This is an optimization exercise on Yosys and OpenROAD, whose aim is small area and a short achievable clock period, not a production implementation.
Function was checked by simulation only, so behaviour that the tests miss may differ from the original.
The flow treats the clock pin as an ideal source. Dropping or thinning the clock tree relies on that and would not hold on a real chip.
Power figures rest on the tool's default switching activity, not on a simulated workload.

==> flow/design.v (excerpt) <==
module mem_test_ram_responder #(
    parameter int DATUM_WIDTH   = 8,
    parameter int ADDR_WIDTH    = 8,
    parameter int WRITE_LATENCY = 1,
    parameter int READ_LATENCY  = 2
) (
    input  logic                   i_clk,
    input  logic                   i_rst_n_async,
    input  logic                   i_wr_req,
    input  logic                   i_rd_req,
    input  logic [ADDR_WIDTH-1:0]  i_address,
    input  logic [DATUM_WIDTH-1:0] i_memory_data_write,
    input  logic                   i_fault_ena,
    input  logic [ADDR_WIDTH-1:0]  i_fault_addr,
    input  logic [DATUM_WIDTH-1:0] i_fault_mask,
    output logic                   o_memory_write_ready,
    output logic                   o_memory_read_valid,
    output logic [DATUM_WIDTH-1:0] o_memory_data_read,
    output logic                   o_busy
);
==> flow/config.mk <==
export PLATFORM = sky130hd
export DESIGN_NAME = mem_test_ram_responder
export DESIGN_NICKNAME = mem_test_ram_responder
export VERILOG_FILES = /design/flow/design.v
export SDC_FILE = /design/flow/constraint.sdc
export NUM_CORES = 4
export LEC_CHECK = 0
export ABC_CLOCK_PERIOD_IN_PS = 4500
export CAP_MARGIN = 20
export CORE_MARGIN = 2
export CORE_UTILIZATION = 40
export SETUP_SLACK_MARGIN = 3.2
export SLEW_MARGIN = 20
export SYNTH_HIERARCHICAL = 1
export SYNTH_MINIMUM_KEEP_SIZE = 0
==> flow/constraint.sdc <==
create_clock -name core_clock -period 5.5 [get_ports {i_clk}]
set_input_delay 1.1000 -clock core_clock [delete_from_list [all_inputs] [get_ports {i_clk}]]
set_output_delay 1.1000 -clock core_clock [all_outputs]
set_load 0.01 [all_outputs]
standard.sh (not shown) runs the stock make flow with config.mk's settings and CLKGATE_MAP_FILE= SYNTH_SCRIPT=/design/flow/synth_recipe.tcl, a recipe that flattens the netlist after the stock synthesis.
==> flow/flow/run.sh <==
#!/bin/bash
# Standard ORFS layout (the standard.sh, unchanged synthesis, floorplan,
# placement and routing) with these changes:
#  * the clock tree is built without dummy balancing loads and with larger
#    sink clusters (fewer leaf buffers);
#  * each port gets a buf_2 as its port buffer;
set -euo pipefail
here=$(pwd)
bash standard.sh \
  "CTS_ARGS=-sink_clustering_enable -repair_clock_nets -dont_use_dummy_load -sink_clustering_size 22 -sink_clustering_max_diameter 120" \
  "BUFFER_PORTS_ARGS=-buffer_cell sky130_fd_sc_hd__buf_2" \
  "POST_CTS_TCL=$here/flow/clkroot.tcl" \
  finish > standard_flow.log 2>&1
Other scripts of this flow, unchanged in this note and not shown: flow/flow/clkroot.tcl
Next try:
Settings changed: SETUP_SLACK_MARGIN 3.2 to 3.1.
=> The changed run completed with no timing, DRC or antenna violations. Utilization falls by 0.37 points. Die area is unchanged. Clock-buffer cell count stays the same. Worst hold slack hardly moves. Worst setup slack gains 0.012 ns. Total power stays flat.

* * *

mem_test_ram_responder, a different RTL version from the one above (not shown whole).
Size in the first run: about 6900 cells after synthesis, ~0.074 sq mm of cells after synthesis.
export LEC_CHECK = 0
export ABC_CLOCK_PERIOD_IN_PS = 4500
export CAP_MARGIN = 20
export CORE_MARGIN = 2
export CORE_UTILIZATION = 40
export SETUP_SLACK_MARGIN = 2.9
export SLEW_MARGIN = 20
export SYNTH_HIERARCHICAL = 1
export SYNTH_MINIMUM_KEEP_SIZE = 0
create_clock -name core_clock -period 5.5 [get_ports {i_clk}]
==> flow/flow/run.sh <==
#!/bin/bash
# Standard ORFS layout (the standard.sh, unchanged synthesis, floorplan,
# placement and routing); only the clock tree synthesis arguments differ:
# no dummy loads for balancing, and larger sink clusters (fewer leaf buffers).
set -euo pipefail
bash standard.sh \
  "CTS_ARGS=-sink_clustering_enable -repair_clock_nets -dont_use_dummy_load -sink_clustering_size 22 -sink_clustering_max_diameter 120" \
  finish > standard_flow.log 2>&1
Change:
==> flow/run.sh (new file) <==
#!/bin/bash
# synth_recipe.tcl (not shown) runs the flow's synth.tcl, then flattens the netlist and writes it again
# the make line also repeats each setting of config.mk as NAME=value (left out here)
make -C /OpenROAD-flow-scripts/flow DESIGN_CONFIG=/design/flow/config.mk WORK_HOME=/design/flow/orfs CLKGATE_MAP_FILE= SYNTH_SCRIPT=/design/flow/synth_recipe.tcl finish
removed: flow/flow/run.sh
removed: flow/standard.sh
After rerunning:
- The new run completed without violations
- power rose by a quarter to a third
- area after synthesis is unchanged
- utilization rose by 2.6 points
- non-clock buffer count came out lower by 3

what the ideal ports hide:
The results above use ideal ports. As a check the final layouts listed here were re-extracted and re-timed, cells and wires unchanged. Step 1, drivers: a clkbuf_16 drives i_clk and a buf_2 each remaining input, both assumed. Step 2 times the ports against the registers' clock, not the clock port: input delays grow and output delays shrink by t, the midpoint of the rising clock arrivals with the driver on. Slacks: no drivers / after step 1 / after step 2; pairs: no drivers / after step 1.
run	shift t [ns]	setup slack, ns	worst setup path after step 2
the first run of note 1	0.789	3.092 / 2.936 / 3.092	register to register
the second run of note 1	0.791	3.104 / 2.931 / 3.087	input to register
the first run of note 2	0.835	2.839 / 2.839 / 2.363	input to register
the second run of note 2	0.905	2.822 / 2.822 / 2.384	input to register
After both steps every run listed still meets setup and hold. The setup slack of the first run of note 2, which loses most, moves by 0.000 ns with the drivers and by -0.476 ns with both steps.
